Background: an optimization exercise with open tools, aiming at small area. Do not read the settings as production practice. Function was checked by simulation only, so behaviour that the tests miss may differ from the original. Power is estimated from default activity; no workload was simulated.

run 1:
## wallace_mult_apb
module wallace_mult_apb (
  input  wire        clk,
  input  wire        rst_n,
  input  wire        psel,
  input  wire        penable,
  input  wire        pwrite,
  input  wire [7:0]  paddr,
  input  wire [31:0] pwdata,
  output wire [31:0] prdata,
  output wire        pready,
  output wire        pslverr
);
  logic [15:0] a_q, b_q;    
  logic        a_v, b_v;    
  logic [7:0]  ax, ay;      
  logic [7:0]  x, y;        
  logic [15:0] pl;          
  logic        bq;          
  logic [4:0]  cnt;         
  logic        busy, done;
  logic        zf;          
  wire base   = (paddr[7:5] == 3'b000) & (paddr[1:0] == 2'b00);
  wire sel_a  = base & (paddr[4:2] == 3'd0);
  wire sel_b  = base & (paddr[4:2] == 3'd1);
  wire sel_c  = base & (paddr[4:2] == 3'd2);
  wire sel_s  = base & (paddr[4:2] == 3'd3);
  wire sel_p  = base & (paddr[4:2] == 3'd4);
  wire mapped = base & (~paddr[4] | (paddr[3:2] == 2'b00));
  wire wr    = psel & penable & pwrite;
  wire start = wr & sel_c & pwdata[0] & ~busy;
  assign pready  = ~(busy & ~pwrite & sel_p);
  assign pslverr = ~mapped;
  wire [31:0] p = {y, x, pl};
  wire rd_a = sel_a & a_v;
  wire rd_b = sel_b & b_v;
  wire rd_p = sel_p & done & ~zf;
  assign prdata[31:16] = {16{rd_p}} & p[31:16];
  assign prdata[15:2]  = ({14{rd_a}} & a_q[15:2]) | ({14{rd_b}} & b_q[15:2]) |
                         ({14{rd_p}} & p[15:2]);
  ...
Size in the first run: about 91 flip-flops, about 79 I/O pins.
export LEC_CHECK = 0
export CAP_MARGIN = 20
export CORE_MARGIN = 2
export CORE_UTILIZATION = 40
export SLEW_MARGIN = 20
create_clock -name core_clock -period 5.0 [get_ports {clk}]
standard.sh (not shown) runs the stock make flow with config.mk's settings and CLKGATE_MAP_FILE= SYNTH_SCRIPT=/design/flow/synth_recipe.tcl, a recipe that flattens the netlist after the stock synthesis.
==> flow/flow/run.sh <==
#!/bin/bash
# Own flow: the standard layout (standard.sh) with two changes:
#  - synthesis is the standard synthesis script, except that ABC maps the
#    logic with flow/abc_area.script (area-oriented) instead of ORFS's script;
#    registers, their names and cells are untouched (mapped before ABC runs)
#  - the port buffers are the smallest buffer cell (buf_1)
# Each step's full output goes to a log of its own here; ORFS's logs stay
# under orfs/logs.
set -euo pipefail
W=$PWD
export BUFFER_PORTS_ARGS="-buffer_cell sky130_fd_sc_hd__buf_1"
export CTS_ARGS="-sink_clustering_enable -repair_clock_nets -dont_use_dummy_load -root_buf sky130_fd_sc_hd__clkbuf_8 -sink_clustering_size 8 -buf_list {sky130_fd_sc_hd__clkbuf_2}"

{
  echo 'proc abc {args} {'
  echo '  set i [lsearch -exact $args -script]'
  echo "  if {\$i >= 0} { lset args [expr {\$i + 1}] {$W/flow/abc_area.script} }"
  echo '  yosys abc {*}$args'
  echo '}'
  echo "source {$W/synth_recipe.tcl}"
} > "$W/own_synth.tcl"
sed -e "s#SYNTH_SCRIPT=[^ ]*#SYNTH_SCRIPT=$W/own_synth.tcl#" standard.sh > own_synth.sh
grep -q "SYNTH_SCRIPT=$W/own_synth.tcl" own_synth.sh

bash own_synth.sh synth > synth.log 2>&1
bash standard.sh finish > layout.log 2>&1
==> flow/flow/abc_area.script <==
strash
&get -n
&deepsyn -J 20
&put
strash
dch -f
amap -m
topo
### run 1 -> run 2
# run 1
export LEC_CHECK = 0
export CAP_MARGIN = 20
export CORE_MARGIN = 2
export CORE_UTILIZATION = 40
export SLEW_MARGIN = 20
create_clock -name core_clock -period 5.0 [get_ports {clk}]
# run 2
export LEC_CHECK = 0
export ABC_AREA = 1
export CAP_MARGIN = 20
export CORE_MARGIN = 2
export CORE_UTILIZATION = 40
export SLEW_MARGIN = 20
create_clock -name core_clock -period 5.0 [get_ports {clk}]
==> flow/run.sh (new file) <==
#!/bin/bash
# synth_recipe.tcl (not shown) runs the flow's synth.tcl, then flattens the netlist and writes it again
# the make line also repeats each setting of config.mk as NAME=value (left out here)
make -C /OpenROAD-flow-scripts/flow DESIGN_CONFIG=/design/flow/config.mk WORK_HOME=/design/flow/orfs CLKGATE_MAP_FILE= SYNTH_SCRIPT=/design/flow/synth_recipe.tcl finish
removed: flow/flow/run.sh
removed: flow/flow/abc_area.script
removed: flow/standard.sh
==> run notes <==
Re overall global routing resource usage: run 1 was lower than run 2.
Run 2 ended up with a higher met2 track demand over resource than run 1 did.
Relative to run 1, run 2 improves worst path setup slack after routing.
### run 2 -> run 3
# run 2
export LEC_CHECK = 0
export ABC_AREA = 1
export CAP_MARGIN = 20
export CORE_MARGIN = 2
export CORE_UTILIZATION = 40
export SLEW_MARGIN = 20
create_clock -name core_clock -period 5.0 [get_ports {clk}]
# run 3
export LEC_CHECK = 0
export CAP_MARGIN = 20
export CORE_MARGIN = 2
export CORE_UTILIZATION = 40
export SLEW_MARGIN = 20
create_clock -name core_clock -period 5.0 [get_ports {clk}]
==> flow/flow/run.sh (new file) <==
#!/bin/bash
# Own flow: the standard layout (standard.sh) with two changes:
#  - synthesis is the standard synthesis script, except that ABC maps the
#    logic with flow/abc_area.script (area-oriented) instead of ORFS's script;
#    registers, their names and cells are untouched (mapped before ABC runs)
#  - the port buffers are the smallest buffer cell (buf_1)
# Each step's full output goes to a log of its own here; ORFS's logs stay
# under orfs/logs.
set -euo pipefail
W=$PWD
export BUFFER_PORTS_ARGS="-buffer_cell sky130_fd_sc_hd__buf_1"
export CTS_ARGS="-sink_clustering_enable -repair_clock_nets -dont_use_dummy_load -root_buf sky130_fd_sc_hd__clkbuf_8 -sink_clustering_size 12 -buf_list {sky130_fd_sc_hd__clkbuf_4}"

{
  echo 'proc abc {args} {'
  echo '  set i [lsearch -exact $args -script]'
  echo "  if {\$i >= 0} { lset args [expr {\$i + 1}] {$W/flow/abc_area.script} }"
  echo '  yosys abc {*}$args'
  echo '}'
  echo "source {$W/synth_recipe.tcl}"
} > "$W/own_synth.tcl"
sed -e "s#SYNTH_SCRIPT=[^ ]*#SYNTH_SCRIPT=$W/own_synth.tcl#" standard.sh > own_synth.sh
grep -q "SYNTH_SCRIPT=$W/own_synth.tcl" own_synth.sh

bash own_synth.sh synth > synth.log 2>&1
bash standard.sh finish > layout.log 2>&1
==> flow/flow/abc_area.script (new file) <==
strash
&get -n
&deepsyn -J 20
&put
strash
&get -n
&dch -f
&nf -R 1000
&put
==> flow/standard.sh (new file) <==
#!/bin/bash
# synth_recipe.tcl (not shown) runs the flow's synth.tcl, then flattens the netlist and writes it again
# the make line also repeats each setting of config.mk as NAME=value (left out here)
make -C /OpenROAD-flow-scripts/flow DESIGN_CONFIG=/design/flow/config.mk WORK_HOME=/design/flow/orfs CLKGATE_MAP_FILE= SYNTH_SCRIPT=/design/flow/synth_recipe.tcl "${@:-finish}"
removed: flow/run.sh
--- outcome ---
- Result for run 3 and run 2: all clean
- Taking run 2 over run 3, the routed wire length ratio works out to 1.2.
- Global-route wire length before repair (run 3 over run 2): decrease, about 20%
- Run 3 against run 2: routed metal-1 wirelength went down 630 µm; worst hold-check slack saw an increase; clock insertion delay at the later pin of the skew report saw little to no change; least setup slack across all paths after layout grew by 140 ps.
- Delta(power per cell area, run 3 - run 2) > 0
- Measured against each other, run 3 and run 2 differ in wire length per cell, the higher figure coming from run 3.
- Taking run 2 as the reference point, the part of the power in the clock network of run 3 falls by 4.5 points.

The RTL this note starts from:
==> flow/design.v <==
`timescale 1ns/1ns
package wallace_mult_pkg;
  localparam logic [7:0] ADDR_OPERAND_A = 8'h00;
  localparam logic [7:0] ADDR_OPERAND_B = 8'h04;
  localparam logic [7:0] ADDR_CTRL      = 8'h08;
  localparam logic [7:0] ADDR_STATUS    = 8'h0C;
  localparam logic [7:0] ADDR_PRODUCT   = 8'h10;
endpackage
`timescale 1ns/1ns
`default_nettype none
module wallace_mult_apb (
  input  wire        clk,
  input  wire        rst_n,
  input  wire        psel,
  input  wire        penable,
  input  wire        pwrite,
  input  wire [7:0]  paddr,
  input  wire [31:0] pwdata,
  output wire [31:0] prdata,
  output wire        pready,
  output wire        pslverr
);
  logic [15:0] a_q, b_q;    
  logic        a_v, b_v;    
  logic [7:0]  ax, ay;      
  logic [7:0]  x, y;        
  logic [15:0] pl;          
  logic        bq;          
  logic [4:0]  cnt;         
  logic        busy, done;
  logic        zf;          
  wire base   = (paddr[7:5] == 3'b000) & (paddr[1:0] == 2'b00);
  wire sel_a  = base & (paddr[4:2] == 3'd0);
  wire sel_b  = base & (paddr[4:2] == 3'd1);
  wire sel_c  = base & (paddr[4:2] == 3'd2);
  wire sel_s  = base & (paddr[4:2] == 3'd3);
  wire sel_p  = base & (paddr[4:2] == 3'd4);
  wire mapped = base & (~paddr[4] | (paddr[3:2] == 2'b00));
  wire wr    = psel & penable & pwrite;
  wire start = wr & sel_c & pwdata[0] & ~busy;
  assign pready  = ~(busy & ~pwrite & sel_p);
  assign pslverr = ~mapped;
  wire [31:0] p = {y, x, pl};
  wire rd_a = sel_a & a_v;
  wire rd_b = sel_b & b_v;
  wire rd_p = sel_p & done & ~zf;
  assign prdata[31:16] = {16{rd_p}} & p[31:16];
  assign prdata[15:2]  = ({14{rd_a}} & a_q[15:2]) | ({14{rd_b}} & b_q[15:2]) |
                         ({14{rd_p}} & p[15:2]);
  assign prdata[1:0]   = ({2{rd_a}} & a_q[1:0]) | ({2{rd_b}} & b_q[1:0]) |
                         ({2{rd_p}} & p[1:0]) | ({2{sel_s}} & {done, busy});
  wire       ph  = cnt[0];
  wire       b   = ph ? bq : pl[0];
  wire [7:0] addend = ax & {8{b}};
  wire [8:0] c;
  wire [7:0] u;
  assign c[0] = ph & y[7];
  genvar i;
  generate
    for (i = 0; i < 8; i++) begin : g_add
      assign u[i]   = x[i] ^ addend[i] ^ c[i];
      assign c[i+1] = (x[i] & addend[i]) | (x[i] & c[i]) | (addend[i] & c[i]);
    end
  endgenerate
  always_ff @(posedge clk) begin
    if (wr & sel_a) a_q <= pwdata[15:0];
    if (wr & sel_b) b_q <= pwdata[15:0];
    ax <= start ? a_q[7:0]  : ay;
    ay <= start ? a_q[15:8] : ax;
    if (start) begin
      x <= 8'h00;
      y <= 8'h00;
    end else if (busy) begin
      x <= {ph ? u[0] : y[7], y[6:0]};
      y <= {c[8], u[7:1]};
    end
    if (start) pl <= b_q;
    else if (busy & ~ph) pl <= {u[0], pl[15:1]};
    bq  <= pl[0];
    cnt <= start ? 5'd0 : cnt + 5'd1;
    if (start) zf <= ~(a_v & b_v);
  end
  always_ff @(posedge clk) begin
    if (!rst_n) begin
      a_v  <= 1'b0;
      b_v  <= 1'b0;
      busy <= 1'b0;
      done <= 1'b0;
    end else begin
      if (wr & sel_a) a_v <= 1'b1;
      if (wr & sel_b) b_v <= 1'b1;
      if (start) begin
        busy <= 1'b1;
        done <= 1'b0;
      end else if (busy & (cnt == 5'd31)) begin
        busy <= 1'b0;
        done <= 1'b1;
      end
    end
  end
endmodule
`default_nettype wire
export LEC_CHECK = 0
export CAP_MARGIN = 20
export CORE_MARGIN = 2
export CORE_UTILIZATION = 40
export SLEW_MARGIN = 20
create_clock -name core_clock -period 5.0 [get_ports {clk}]
==> flow/flow/run.sh <==
#!/bin/bash
# Own flow: the standard layout (standard.sh) with two changes:
#  - synthesis is the standard synthesis script, except that ABC maps the
#    logic with flow/abc_area.script (area-oriented) instead of ORFS's script;
#    registers, their names and cells are untouched (mapped before ABC runs)
#  - the port buffers are the smallest buffer cell (buf_1)
# Each step's full output goes to a log of its own here; ORFS's logs stay
# under orfs/logs.
set -euo pipefail
W=$PWD
export BUFFER_PORTS_ARGS="-buffer_cell sky130_fd_sc_hd__buf_1"
export CTS_ARGS="-sink_clustering_enable -repair_clock_nets -dont_use_dummy_load -buf_list {sky130_fd_sc_hd__clkbuf_4 sky130_fd_sc_hd__clkbuf_8}"

{
  echo 'proc abc {args} {'
  echo '  set i [lsearch -exact $args -script]'
  echo "  if {\$i >= 0} { lset args [expr {\$i + 1}] {$W/flow/abc_area.script} }"
  echo '  yosys abc {*}$args'
  echo '}'
  echo "source {$W/synth_recipe.tcl}"
} > "$W/own_synth.tcl"
sed -e "s#SYNTH_SCRIPT=[^ ]*#SYNTH_SCRIPT=$W/own_synth.tcl#" standard.sh > own_synth.sh
grep -q "SYNTH_SCRIPT=$W/own_synth.tcl" own_synth.sh

bash own_synth.sh synth > synth.log 2>&1
bash standard.sh finish > layout.log 2>&1
==> flow/flow/abc_area.script <==
strash
&get -n
&deepsyn -J 20
&put
strash
&get -n
&dch -f
&nf -R 1000
&put
Edit:
==> flow/flow/run.sh (replaced) <==
#!/bin/bash
# Standard ORFS layout, with the port buffers as the smallest buffer cell.
set -euo pipefail
export BUFFER_PORTS_ARGS="-buffer_cell sky130_fd_sc_hd__buf_1"
bash standard.sh finish > make_finish.log 2>&1
- ABC_AREA: unset -> 1
removed: flow/flow/abc_area.script
=> The changed run completed with no timing, DRC or antenna violations. Total power is higher by 9.0%. Cell area increases by 8.4%. Wire length is higher by 22%. Area after synthesis increases by 13%. Critical path depth increases by 2. Combinational power increases by 94%. Clock-buffer cell count stays the same.
Edit:
==> flow/flow/run.sh (replaced) <==
#!/bin/bash
# Own flow: the standard layout (standard.sh) with two changes:
#  - synthesis is the standard synthesis script, except that ABC maps the
#    logic with flow/abc_area.script (area-oriented) instead of ORFS's script;
#    registers, their names and cells are untouched (mapped before ABC runs)
#  - the port buffers are the smallest buffer cell (buf_1)
# Each step's full output goes to a log of its own here; ORFS's logs stay
# under orfs/logs.
set -euo pipefail
W=$PWD
export BUFFER_PORTS_ARGS="-buffer_cell sky130_fd_sc_hd__buf_1"
export CTS_ARGS="-sink_clustering_enable -repair_clock_nets -dont_use_dummy_load -buf_list {sky130_fd_sc_hd__clkbuf_4 sky130_fd_sc_hd__clkbuf_8}"

{
  echo 'proc abc {args} {'
  echo '  set i [lsearch -exact $args -script]'
  echo "  if {\$i >= 0} { lset args [expr {\$i + 1}] {$W/flow/abc_area.script} }"
  echo '  yosys abc {*}$args'
  echo '}'
  echo "source {$W/synth_recipe.tcl}"
} > "$W/own_synth.tcl"
sed -e "s#SYNTH_SCRIPT=[^ ]*#SYNTH_SCRIPT=$W/own_synth.tcl#" standard.sh > own_synth.sh
grep -q "SYNTH_SCRIPT=$W/own_synth.tcl" own_synth.sh

bash own_synth.sh synth > synth.log 2>&1
bash standard.sh finish > layout.log 2>&1
==> flow/flow/abc_area.script (new file) <==
strash
&get -n
&deepsyn -J 20
&put
strash
&get -n
&dch -f
&nf -R 1000
&put
- ABC_AREA: 1 -> unset
- CAP_MARGIN: 20 -> 0
- SLEW_MARGIN: 20 -> 0
First-iteration DRC count increases by well over a third.
Final cell count fell by about a fifth.
Worst setup slack improved by 120 ps.
Core utilization increases by 1.5 points.
Edit:
==> flow/run.sh (new file) <==
#!/bin/bash
# synth_recipe.tcl (not shown) runs the flow's synth.tcl, then flattens the netlist and writes it again
# the make line also repeats each setting of config.mk as NAME=value (left out here)
make -C /OpenROAD-flow-scripts/flow DESIGN_CONFIG=/design/flow/config.mk WORK_HOME=/design/flow/orfs CLKGATE_MAP_FILE= SYNTH_SCRIPT=/design/flow/synth_recipe.tcl finish
- CAP_MARGIN: 0 -> 20
- SLEW_MARGIN: 0 -> 20
removed: flow/flow/run.sh
removed: flow/flow/abc_area.script
removed: flow/standard.sh
Effect: The new run ran to the end with no violations; routed wire length rose by 28%; total power is higher by 13%; sequential share of layout area came out lower by 10 points; via count is higher by 6.8%.

## run A
Starts from the design.v that is shown in full above.
==> flow/config.mk <==
export PLATFORM = sky130hd
export DESIGN_NAME = wallace_mult_apb
export DESIGN_NICKNAME = wallace_mult_apb
export VERILOG_FILES = /design/flow/design.v
export SDC_FILE = /design/flow/constraint.sdc
export NUM_CORES = 4
export LEC_CHECK = 0
export CAP_MARGIN = 20
export CORE_MARGIN = 2
export CORE_UTILIZATION = 40
export SLEW_MARGIN = 20
==> flow/constraint.sdc <==
create_clock -name core_clock -period 5.0 [get_ports {clk}]
set_input_delay 1.0000 -clock core_clock [delete_from_list [all_inputs] [get_ports {clk}]]
set_output_delay 1.0000 -clock core_clock [all_outputs]
set_load 0.01 [all_outputs]
==> flow/flow/run.sh <==
#!/bin/bash
# Own flow: the standard layout (standard.sh) with two changes:
#  - synthesis is the standard synthesis script, except that ABC maps the
#    logic with flow/abc_area.script (area-oriented) instead of ORFS's script;
#    registers, their names and cells are untouched (mapped before ABC runs)
#  - the port buffers are the smallest buffer cell (buf_1)
# Each step's full output goes to a log of its own here; ORFS's logs stay
# under orfs/logs.
set -euo pipefail
W=$PWD
export BUFFER_PORTS_ARGS="-buffer_cell sky130_fd_sc_hd__buf_1"

{
  echo 'proc abc {args} {'
  echo '  set i [lsearch -exact $args -script]'
  echo "  if {\$i >= 0} { lset args [expr {\$i + 1}] {$W/flow/abc_area.script} }"
  echo '  yosys abc {*}$args'
  echo '}'
  echo "source {$W/synth_recipe.tcl}"
} > "$W/own_synth.tcl"
sed -e "s#SYNTH_SCRIPT=[^ ]*#SYNTH_SCRIPT=$W/own_synth.tcl#" standard.sh > own_synth.sh
grep -q "SYNTH_SCRIPT=$W/own_synth.tcl" own_synth.sh

bash own_synth.sh synth > synth.log 2>&1
bash standard.sh finish > layout.log 2>&1
==> flow/flow/abc_area.script <==
strash
&get -n
&deepsyn -J 20
&put
strash
&get -n
&dch -f
&nf -R 1000
&put
Having completed the whole flow, run A delivered a layout that passed the timing, DRC and antenna checks.
--- input diff run A..run B ---
--- a/flow/flow/run.sh
+++ b/flow/flow/run.sh
@@ -11,0 +12 @@
+export CTS_ARGS="-sink_clustering_enable -repair_clock_nets -dont_use_dummy_load -root_buf sky130_fd_sc_hd__clkbuf_16 -sink_clustering_size 100 -sink_clustering_max_diameter 500 -buf_list {sky130_fd_sc_hd__clkbuf_16}"
==> flow/flow/abc_area.script <==
strash
&get -n
&deepsyn -J 20
&put
strash
dch -f
amap -m
topo
### Flow results
Against run A, run B comes in 29 lower on count of placed standard cells including taps.
Comparing run B against run A, there is no change at all in detailed-route DRC error count.
End-of-flow core utilization was lower in the run labelled run B.
In run B relative to run A, number of nets in the layout had gone down by a few percent.
The number of DRC violations after detailed-routing iteration 0 of run B falls short of that of run A by 2.8%.
Run B improves on run A in total non-filler cell area in the finished layout.
The inputs of run C differ from those of run B as listed below.
--- a/flow/flow/run.sh
+++ b/flow/flow/run.sh
@@ -12 +12 @@
-export CTS_ARGS="-sink_clustering_enable -repair_clock_nets -dont_use_dummy_load -root_buf sky130_fd_sc_hd__clkbuf_16 -sink_clustering_size 100 -sink_clustering_max_diameter 500 -buf_list {sky130_fd_sc_hd__clkbuf_16}"
+export CTS_ARGS="-sink_clustering_enable -repair_clock_nets -dont_use_dummy_load -root_buf sky130_fd_sc_hd__clkbuf_8 -sink_clustering_size 30 -sink_clustering_max_diameter 100 -buf_list {sky130_fd_sc_hd__clkbuf_8}"
Compared with run B, in run C total via count in the routed design fell 36, fmax now sits at about the same level, power density over the cells decreased 11%, setup slack saw a decrease, met3 demand-to-capacity share in global routing dropped 0.29 points. Combinational share of power: run C vs run B up 0.4 points. Measured against each other, run B and run C differ in cell leakage power, the higher figure coming from run B. Run B has higher design area than run C.

separate check: timing with driven ports:
No port has a modelled driver above. Below, the same layouts with a new extraction and two added sets of constraints.
Step 1 (the two cells are an assumption about what drives the block):
set clk [get_ports {clk}]
set_driving_cell -lib_cell sky130_fd_sc_hd__clkbuf_16 $clk
set_driving_cell -lib_cell sky130_fd_sc_hd__buf_2 [delete_from_list [all_inputs] $clk]
Step 2 moves the port delays by t, midway between the first and last clock arrival at a register: inputs arrive t later, outputs are due t later. That takes back most of the time a late clock gives input paths.
Three values: ideal, step 1, step 2; two values: the first two.
run	t (ns)	setup WS [ns]	cell pins on the clock port's net
run 1	0.361	0.514 / 0.514 / 0.514	1
run 2	0.386	0.529 / 0.529 / 0.529	1
run 3	0.364	0.674 / 0.674 / 0.674	1
the first run of note 2	0.364	0.674 / 0.674 / 0.674	1
the second run of note 2	0.387	0.559 / 0.559 / 0.559	1
the third run of note 2	0.364	0.675 / 0.675 / 0.675	1
the fourth run of note 2	0.385	0.629 / 0.611 / 0.611	1
run A	0.374	0.675 / 0.675 / 0.675	1
run B	0.363	0.518 / 0.518 / 0.518	1
run C	0.361	0.514 / 0.514 / 0.514	1
After both steps setup and hold are still met in every run listed. The setup slack of the fourth run of note 2, which loses most, moves by -0.018 ns with the drivers and by -0.018 ns with both steps.
